This design comes from an exercise in tuning for small area, a short achievable clock period and few clock cycles per item on the open sky130 flow, not from production work. The RTL was checked by simulation tests, not by an equivalence proof against the original design. Power and IR drop assume default switching activity.

## maple
==> flow/design.v <==
package rotor_stack_pkg;
  localparam int ALPHA = 26;
  localparam int W     = 5;
  localparam logic [1:0] CFG_WIRE  = 2'd0;
  localparam logic [1:0] CFG_NOTCH = 2'd1;
  localparam logic [1:0] CFG_RING  = 2'd2;
endpackage
module rs_lut (
  input  logic [25:0][4:0] map_i,
  input  logic             loaded_i,
  input  logic             refl_i,     
  input  logic [4:0]       a_i,
  output logic [4:0]       y_o
);
  logic [4:0] g0, g1, g2, g3, t;
  assign g0 = map_i[{2'd0, a_i[2:0]}];
  assign g1 = map_i[{2'd1, a_i[2:0]}];
  assign g2 = map_i[{2'd2, a_i[2:0]}];
  assign g3 = a_i[0] ? map_i[25] : map_i[24];    
  always_comb begin
    case (a_i[4:3])
      2'd0:    t = g0;
      2'd1:    t = g1;
      2'd2:    t = g2;
      default: t = g3;
    endcase
  end
  assign y_o = loaded_i ? t : (refl_i ? (a_i ^ 5'd1) : a_i);
endmodule
module rs_cam (
  input  logic [25:0][4:0] map_i,
  input  logic             loaded_i,
  input  logic [4:0]       a_i,
  output logic [4:0]       y_o
);
  logic [4:0] t;
  always_comb begin
    t = '0;
    for (int i = 0; i < 26; i++)
      if (map_i[i] == a_i) t = t | 5'(i);
  end
  assign y_o = loaded_i ? t : a_i;
endmodule
module rotor_stack #(
  parameter  int NUM_ROTORS = 3,
  parameter  int ALPHA      = 26,
  localparam int W          = $clog2(ALPHA)
) (
  input  logic                    clk,
  input  logic                    reset,
  input  logic                    cfg_we,
  input  logic [3:0]              cfg_sel,
  input  logic [1:0]              cfg_kind,
  input  logic [W-1:0]            cfg_idx,
  input  logic [W-1:0]            cfg_val,
  output logic                    cfg_ready,
  input  logic                    set_in,
  input  logic [NUM_ROTORS*W-1:0] init_pos_in,
  input  logic                    in_valid,
  output logic                    in_ready,
  input  logic [W-1:0]            char_in,
  output logic                    out_valid,
  output logic [W-1:0]            char_out,
  output logic [NUM_ROTORS*W-1:0] pos_out
);
  function automatic logic [4:0] fold(input logic [4:0] v);
    fold = (v >= 5'd26) ? v - 5'd26 : v;
  endfunction
  function automatic logic [4:0] add26(input logic [4:0] a, input logic [4:0] b);
    logic [5:0] s;
    s = {1'b0, a} + {1'b0, b};
    add26 = (s >= 6'd26) ? 5'(s - 6'd26) : s[4:0];
  endfunction
  function automatic logic [4:0] sub26(input logic [4:0] a, input logic [4:0] b);
    sub26 = (a >= b) ? a - b : a + 5'd26 - b;
  endfunction
  function automatic logic [4:0] neg26(input logic [4:0] a);
    neg26 = (a == 5'd0) ? 5'd0 : 5'd26 - a;
  endfunction
  function automatic logic [4:0] dec26(input logic [4:0] a);
    dec26 = (a == 5'd0) ? 5'd25 : a - 5'd1;
  endfunction
  function automatic logic [4:0] inc26(input logic [4:0] a);
    inc26 = (a == 5'd25) ? 5'd0 : a + 5'd1;
  endfunction
  logic [2:0][4:0]         pos_q, ring_q, notch_q;
  logic [4:0]              sa0_q;           
  logic [4:0]              ringm0_q;        
  logic [4:0]              s1_q, s2_q;      
  logic [2:1][4:0]         h1_q;            
  logic [4:0]              h2_q;            
  logic [2:0][25:0][4:0]   fwd_q;
  logic [25:0][4:0]        refl_q;
  logic [2:0]              fwd_ld_q;
  logic                    refl_ld_q;
  logic                    wr_q;
  logic [3:0]              wsel_q;
  logic [1:0]              wkind_q;
  logic [4:0]              widx_q, wval_q;
  logic                    mode_q;          
  logic                    cfg_ready_q;
  logic                    in_ready_q;
  logic                    acc;
  logic [15:0]             v_q;
  logic [4:0]              c0_q;
  logic [7:1][4:0]         ma_q, ms0_q;
  logic [6:1][1:0]         mt1_q;           
  logic [5:1]              mt2_q;           
  logic [7:1][4:0]         m_q, d_q;
  logic [6:1][4:0]         rs0_q;
  logic [5:1][1:0]         rt1_q;
  logic [4:1]              rt2_q;
  logic [4:0]              out_q;
  assign acc       = in_valid & in_ready_q;
  assign in_ready  = in_ready_q;
  assign cfg_ready = cfg_ready_q;
  assign out_valid = v_q[15];
  assign char_out  = out_q;
  assign pos_out   = pos_q;
  logic       adv1, adv2;
  logic [4:0] s1_st, s2_st;
  logic [7:1][4:0] an;                      
  logic [7:1][4:0] y;                       
  logic [7:1][4:0] dn;                      
  assign adv1  = (pos_q[0] == notch_q[0]) || (pos_q[1] == notch_q[1]);
  assign adv2  = (pos_q[1] == notch_q[1]);
  assign s1_st = adv1 ? inc26(s1_q) : s1_q;
  assign s2_st = adv2 ? inc26(s2_q) : s2_q;
  logic       step1, step2;                 
  assign step1 = v_q[0] & adv1;
  assign step2 = v_q[0] & adv2;
  assign an[1] = add26(c0_q, sa0_q);
  for (genvar j = 2; j <= 7; j++) begin : g_add
    assign an[j] = add26(m_q[j-1], d_q[j-1]);
  end
  rs_lut u_f0 (.map_i(fwd_q[0]), .loaded_i(fwd_ld_q[0]), .refl_i(1'b0), .a_i(ma_q[1]), .y_o(y[1]));
  rs_lut u_f1 (.map_i(fwd_q[1]), .loaded_i(fwd_ld_q[1]), .refl_i(1'b0), .a_i(ma_q[2]), .y_o(y[2]));
  rs_lut u_f2 (.map_i(fwd_q[2]), .loaded_i(fwd_ld_q[2]), .refl_i(1'b0), .a_i(ma_q[3]), .y_o(y[3]));
  rs_lut u_rf (.map_i(refl_q),   .loaded_i(refl_ld_q),   .refl_i(1'b1), .a_i(ma_q[4]), .y_o(y[4]));
  rs_cam u_c2 (.map_i(fwd_q[2]), .loaded_i(fwd_ld_q[2]), .a_i(ma_q[5]), .y_o(y[5]));
  rs_cam u_c1 (.map_i(fwd_q[1]), .loaded_i(fwd_ld_q[1]), .a_i(ma_q[6]), .y_o(y[6]));
  rs_cam u_c0 (.map_i(fwd_q[0]), .loaded_i(fwd_ld_q[0]), .a_i(ma_q[7]), .y_o(y[7]));
  logic [6:2][4:0] ms1, ms2;
  for (genvar j = 2; j <= 6; j++) begin : g_s
    assign ms1[j] = (mt1_q[j] == 2'd0) ? s1_q : (mt1_q[j] == 2'd1) ? h1_q[1] : h1_q[2];
    assign ms2[j] = mt2_q[j] ? h2_q : s2_q;
  end
  assign dn[1] = sub26(s1_q, ms0_q[1]);        
  assign dn[2] = sub26(ms2[2], ms1[2]);        
  assign dn[3] = neg26(ms2[3]);                
  assign dn[4] = ms2[4];                       
  assign dn[5] = sub26(ms1[5], ms2[5]);        
  assign dn[6] = sub26(ms0_q[6], ms1[6]);      
  assign dn[7] = neg26(ms0_q[7]);              
  always_ff @(posedge clk) begin
    c0_q  <= fold(char_in);
    for (int j = 1; j <= 7; j++) ma_q[j] <= an[j];
    ms0_q[1] <= sa0_q;
    for (int j = 2; j <= 7; j++) ms0_q[j] <= rs0_q[j-1];
    mt1_q[1] <= 2'd0; mt2_q[1] <= 1'b0;
    for (int j = 2; j <= 6; j++) mt1_q[j] <= rt1_q[j-1] + {1'b0, step1};
    for (int j = 2; j <= 5; j++) mt2_q[j] <= rt2_q[j-1] | step2;
    for (int j = 1; j <= 7; j++) begin
      m_q[j] <= y[j];
      d_q[j] <= dn[j];
    end
    for (int j = 1; j <= 6; j++) rs0_q[j] <= ms0_q[j];
    for (int j = 1; j <= 5; j++) rt1_q[j] <= mt1_q[j] + {1'b0, step1};
    for (int j = 1; j <= 4; j++) rt2_q[j] <= mt2_q[j] | step2;
    out_q <= add26(m_q[7], d_q[7]);           
    wsel_q  <= cfg_sel;
    wkind_q <= cfg_kind;
    widx_q  <= cfg_idx;
    wval_q  <= cfg_val;
  end
  logic wire_ok;
  assign wire_ok = wr_q && wkind_q == rotor_stack_pkg::CFG_WIRE && widx_q < 5'd26 && wval_q < 5'd26;
  for (genvar i = 0; i < 26; i++) begin : g_tab
    for (genvar k = 0; k < 3; k++) begin : g_rot
      always_ff @(posedge clk)
        if (wire_ok && wsel_q == 4'(k) && widx_q == 5'(i)) fwd_q[k][i] <= wval_q;
    end
    always_ff @(posedge clk)
      if (wire_ok && wsel_q == 4'd3 && widx_q == 5'(i)) refl_q[i] <= wval_q;
  end
  always_ff @(posedge clk) begin
    if (reset) begin
      v_q         <= '0;
      mode_q      <= 1'b0;
      in_ready_q  <= 1'b0;
      cfg_ready_q <= 1'b1;
      wr_q        <= 1'b0;
      fwd_ld_q    <= '0;
      refl_ld_q   <= 1'b0;
      sa0_q       <= 5'd1;
      ringm0_q    <= 5'd25;
      s1_q        <= '0;
      s2_q        <= '0;
      for (int k = 0; k < 3; k++) begin
        pos_q[k]   <= '0;
        ring_q[k]  <= '0;
        notch_q[k] <= 5'd25;
      end
    end else begin
      v_q   <= {v_q[14:0], acc};
      wr_q  <= cfg_we & cfg_ready_q;
      begin
        logic mode_d;
        mode_d = mode_q;
        if (!mode_q) begin
          if (set_in || (in_valid && !(cfg_we && !cfg_ready_q))) mode_d = 1'b1;
        end else begin
          if (cfg_we && !(in_valid && !in_ready_q)) mode_d = 1'b0;
        end
        mode_q      <= mode_d;
        in_ready_q  <= mode_d && !(cfg_we && cfg_ready_q);
        cfg_ready_q <= !mode_d && !(acc | (|v_q[10:0]));
      end
      if (wr_q && wval_q < 5'd26) begin
        if (wkind_q == rotor_stack_pkg::CFG_WIRE && widx_q < 5'd26) begin
          for (int k = 0; k < 3; k++)
            if (wsel_q == 4'(k)) fwd_ld_q[k] <= 1'b1;
          if (wsel_q == 4'd3) refl_ld_q <= 1'b1;
        end
        for (int k = 0; k < 3; k++) begin
          if (wsel_q == 4'(k) && wkind_q == rotor_stack_pkg::CFG_NOTCH) notch_q[k] <= wval_q;
          if (wsel_q == 4'(k) && wkind_q == rotor_stack_pkg::CFG_RING)  ring_q[k]  <= wval_q;
        end
        if (wsel_q == 4'd0 && wkind_q == rotor_stack_pkg::CFG_RING) ringm0_q <= dec26(wval_q);
      end
      if (set_in) begin
        for (int k = 0; k < 3; k++) pos_q[k] <= fold(init_pos_in[k*5 +: 5]);
      end else if (v_q[0]) begin
        pos_q[0] <= inc26(pos_q[0]);
        if (adv1) pos_q[1] <= inc26(pos_q[1]);
        if (adv2) pos_q[2] <= inc26(pos_q[2]);
      end
      if (v_q[0]) begin
        sa0_q  <= inc26(sa0_q);
        s1_q   <= s1_st;
        s2_q   <= s2_st;
        if (adv1) begin
          h1_q[1] <= s1_q;
          h1_q[2] <= h1_q[1];
        end
        if (adv2) h2_q <= s2_q;
      end else begin
        sa0_q  <= sub26(pos_q[0], ringm0_q);
        s1_q   <= sub26(pos_q[1], ring_q[1]);
        s2_q   <= sub26(pos_q[2], ring_q[2]);
      end
    end
  end
endmodule
==> flow/config.mk <==
export PLATFORM = sky130hd
export DESIGN_NAME = rotor_stack
export DESIGN_NICKNAME = rotor_stack
export VERILOG_FILES = /design/flow/design.v
export SDC_FILE = /design/flow/constraint.sdc
export NUM_CORES = 4
export LEC_CHECK = 0
export CAP_MARGIN = 20
export CORE_MARGIN = 2
export CORE_UTILIZATION = 65
export CTS_CLUSTER_DIAMETER = 80
export CTS_CLUSTER_SIZE = 25
export PLACE_DENSITY = 0.75
export SLEW_MARGIN = 20
==> flow/constraint.sdc <==
create_clock -name core_clock -period 10.0 [get_ports {clk}]
set_input_delay 2.0000 -clock core_clock [delete_from_list [all_inputs] [get_ports {clk}]]
set_output_delay 2.0000 -clock core_clock [all_outputs]
set_load 0.01 [all_outputs]
standard.sh (not shown) runs the stock make flow with config.mk's settings and CLKGATE_MAP_FILE= SYNTH_SCRIPT=/design/flow/synth_recipe.tcl, a recipe that flattens the netlist after the stock synthesis.
==> flow/flow/run.sh <==
#!/bin/bash
set -euo pipefail
bash standard.sh SETUP_SLACK_MARGIN=7 finish > flow_make.log 2>&1
Testbench counts of maple, summed over its fixed seeds: cycles 6,584, items 3,600.
### maple -> juniper
diff --git a/flow/design.v b/flow/design.v
--- a/flow/design.v
+++ b/flow/design.v
@@ -85,12 +85,10 @@
   endfunction
   logic [2:0][4:0]         pos_q, ring_q, notch_q;
   logic [4:0]              sa0_q;           
   logic [4:0]              ringm0_q;        
   logic [4:0]              s1_q, s2_q;      
-  logic [2:1][4:0]         h1_q;            
-  logic [4:0]              h2_q;            
   logic [2:0][25:0][4:0]   fwd_q;
   logic [25:0][4:0]        refl_q;
   logic [2:0]              fwd_ld_q;
   logic                    refl_ld_q;
   logic                    wr_q;
@@ -102,16 +100,16 @@
   logic                    in_ready_q;
   logic                    acc;
   logic [15:0]             v_q;
   logic [4:0]              c0_q;
   logic [7:1][4:0]         ma_q, ms0_q;
-  logic [6:1][1:0]         mt1_q;           
-  logic [5:1]              mt2_q;           
+  logic [6:1][4:0]         ms1_q;
+  logic [5:1][4:0]         ms2_q;
   logic [7:1][4:0]         m_q, d_q;
   logic [6:1][4:0]         rs0_q;
-  logic [5:1][1:0]         rt1_q;
-  logic [4:1]              rt2_q;
+  logic [5:1][4:0]         rs1_q;
+  logic [4:1][4:0]         rs2_q;
   logic [4:0]              out_q;
   assign acc       = in_valid & in_ready_q;
   assign in_ready  = in_ready_q;
   assign cfg_ready = cfg_ready_q;
   assign out_valid = v_q[15];
@@ -124,13 +122,10 @@
   logic [7:1][4:0] dn;                      
   assign adv1  = (pos_q[0] == notch_q[0]) || (pos_q[1] == notch_q[1]);
   assign adv2  = (pos_q[1] == notch_q[1]);
   assign s1_st = adv1 ? inc26(s1_q) : s1_q;
   assign s2_st = adv2 ? inc26(s2_q) : s2_q;
-  logic       step1, step2;                 
-  assign step1 = v_q[0] & adv1;
-  assign step2 = v_q[0] & adv2;
   assign an[1] = add26(c0_q, sa0_q);
   for (genvar j = 2; j <= 7; j++) begin : g_add
     assign an[j] = add26(m_q[j-1], d_q[j-1]);
   end
   rs_lut u_f0 (.map_i(fwd_q[0]), .loaded_i(fwd_ld_q[0]), .refl_i(1'b0), .a_i(ma_q[1]), .y_o(y[1]));
@@ -138,37 +133,31 @@
   rs_lut u_f2 (.map_i(fwd_q[2]), .loaded_i(fwd_ld_q[2]), .refl_i(1'b0), .a_i(ma_q[3]), .y_o(y[3]));
   rs_lut u_rf (.map_i(refl_q),   .loaded_i(refl_ld_q),   .refl_i(1'b1), .a_i(ma_q[4]), .y_o(y[4]));
   rs_cam u_c2 (.map_i(fwd_q[2]), .loaded_i(fwd_ld_q[2]), .a_i(ma_q[5]), .y_o(y[5]));
   rs_cam u_c1 (.map_i(fwd_q[1]), .loaded_i(fwd_ld_q[1]), .a_i(ma_q[6]), .y_o(y[6]));
   rs_cam u_c0 (.map_i(fwd_q[0]), .loaded_i(fwd_ld_q[0]), .a_i(ma_q[7]), .y_o(y[7]));
-  logic [6:2][4:0] ms1, ms2;
-  for (genvar j = 2; j <= 6; j++) begin : g_s
-    assign ms1[j] = (mt1_q[j] == 2'd0) ? s1_q : (mt1_q[j] == 2'd1) ? h1_q[1] : h1_q[2];
-    assign ms2[j] = mt2_q[j] ? h2_q : s2_q;
-  end
-  assign dn[1] = sub26(s1_q, ms0_q[1]);        
-  assign dn[2] = sub26(ms2[2], ms1[2]);        
-  assign dn[3] = neg26(ms2[3]);                
-  assign dn[4] = ms2[4];                       
-  assign dn[5] = sub26(ms1[5], ms2[5]);        
-  assign dn[6] = sub26(ms0_q[6], ms1[6]);      
+  assign dn[1] = sub26(ms1_q[1], ms0_q[1]);    
+  assign dn[2] = sub26(ms2_q[2], ms1_q[2]);    
+  assign dn[3] = neg26(ms2_q[3]);              
+  assign dn[4] = ms2_q[4];                     
+  assign dn[5] = sub26(ms1_q[5], ms2_q[5]);    
+  assign dn[6] = sub26(ms0_q[6], ms1_q[6]);    
   assign dn[7] = neg26(ms0_q[7]);              
   always_ff @(posedge clk) begin
     c0_q  <= fold(char_in);
     for (int j = 1; j <= 7; j++) ma_q[j] <= an[j];
-    ms0_q[1] <= sa0_q;
+    ms0_q[1] <= sa0_q; ms1_q[1] <= s1_st; ms2_q[1] <= s2_st;
     for (int j = 2; j <= 7; j++) ms0_q[j] <= rs0_q[j-1];
-    mt1_q[1] <= 2'd0; mt2_q[1] <= 1'b0;
-    for (int j = 2; j <= 6; j++) mt1_q[j] <= rt1_q[j-1] + {1'b0, step1};
-    for (int j = 2; j <= 5; j++) mt2_q[j] <= rt2_q[j-1] | step2;
+    for (int j = 2; j <= 6; j++) ms1_q[j] <= rs1_q[j-1];
+    for (int j = 2; j <= 5; j++) ms2_q[j] <= rs2_q[j-1];
     for (int j = 1; j <= 7; j++) begin
       m_q[j] <= y[j];
       d_q[j] <= dn[j];
     end
     for (int j = 1; j <= 6; j++) rs0_q[j] <= ms0_q[j];
-    for (int j = 1; j <= 5; j++) rt1_q[j] <= mt1_q[j] + {1'b0, step1};
-    for (int j = 1; j <= 4; j++) rt2_q[j] <= mt2_q[j] | step2;
+    for (int j = 1; j <= 5; j++) rs1_q[j] <= ms1_q[j];
+    for (int j = 1; j <= 4; j++) rs2_q[j] <= ms2_q[j];
     out_q <= add26(m_q[7], d_q[7]);           
     wsel_q  <= cfg_sel;
     wkind_q <= cfg_kind;
     widx_q  <= cfg_idx;
     wval_q  <= cfg_val;
@@ -237,15 +226,10 @@
       end
       if (v_q[0]) begin
         sa0_q  <= inc26(sa0_q);
         s1_q   <= s1_st;
         s2_q   <= s2_st;
-        if (adv1) begin
-          h1_q[1] <= s1_q;
-          h1_q[2] <= h1_q[1];
-        end
-        if (adv2) h2_q <= s2_q;
       end else begin
         sa0_q  <= sub26(pos_q[0], ringm0_q);
         s1_q   <= sub26(pos_q[1], ring_q[1]);
         s2_q   <= sub26(pos_q[2], ring_q[2]);
       end
### Flow results
Cmp juniper vs maple: cell count lower in juniper
The routed wire length of maple and that of juniper are within noise of each other.
Min core utilization across maple and juniper: maple
Between maple and juniper, the difference in fraction of cell area in non-clock buffers is negligible.
[compare] base=maple new=juniper: total power moved up; worst path setup slack after routing decreased by 0.0045 ns relative to the old numbers; die height increased 1.0 um.
Global-route wire length before repair essentially unchanged between juniper and maple.
Taking maple as the reference, in juniper pre-CTS worst setup slack fell 0.25 ns; met3 wire length saw an increase; sequential cell area share climbed 1.8 points; growth of design area from synthesis to finish went down 0.27 points.
juniper against maple: power share of the combinational group went down by 1.2 points; shortest period the worst path allows now larger.
Testbench counts of juniper, summed over its fixed seeds: cycles 6,584, items 3,600.

-- afterwards: timing with drivers on the ports --
No port has a modelled driver above. Below, the same layouts with a new extraction and two added sets of constraints.
Step 1 (the two cells are an assumption about what drives the block):
set clk [get_ports {clk}]
set_driving_cell -lib_cell sky130_fd_sc_hd__clkbuf_16 $clk
set_driving_cell -lib_cell sky130_fd_sc_hd__buf_2 [delete_from_list [all_inputs] $clk]
Step 2 times the ports against the registers' clock, not the clock port: input delays grow and output delays shrink by t, the midpoint of the rising clock arrivals with the driver on.
a / b / c = no drivers / after step 1 / after step 2; a / b = the first two.
| run | t, ns | setup slack, ns | hold slack, ns |
|---|---|---|---|
| maple | 0.669 | 6.920 / 6.856 / 6.473 | 0.330 / 0.330 / 0.330 |
| juniper | 0.669 | 6.915 / 6.850 / 6.365 | 0.326 / 0.326 / 0.326 |
After both steps every run listed still meets setup and hold. The setup slack of juniper, which loses most, moves by -0.065 ns with the drivers and by -0.550 ns with both steps.
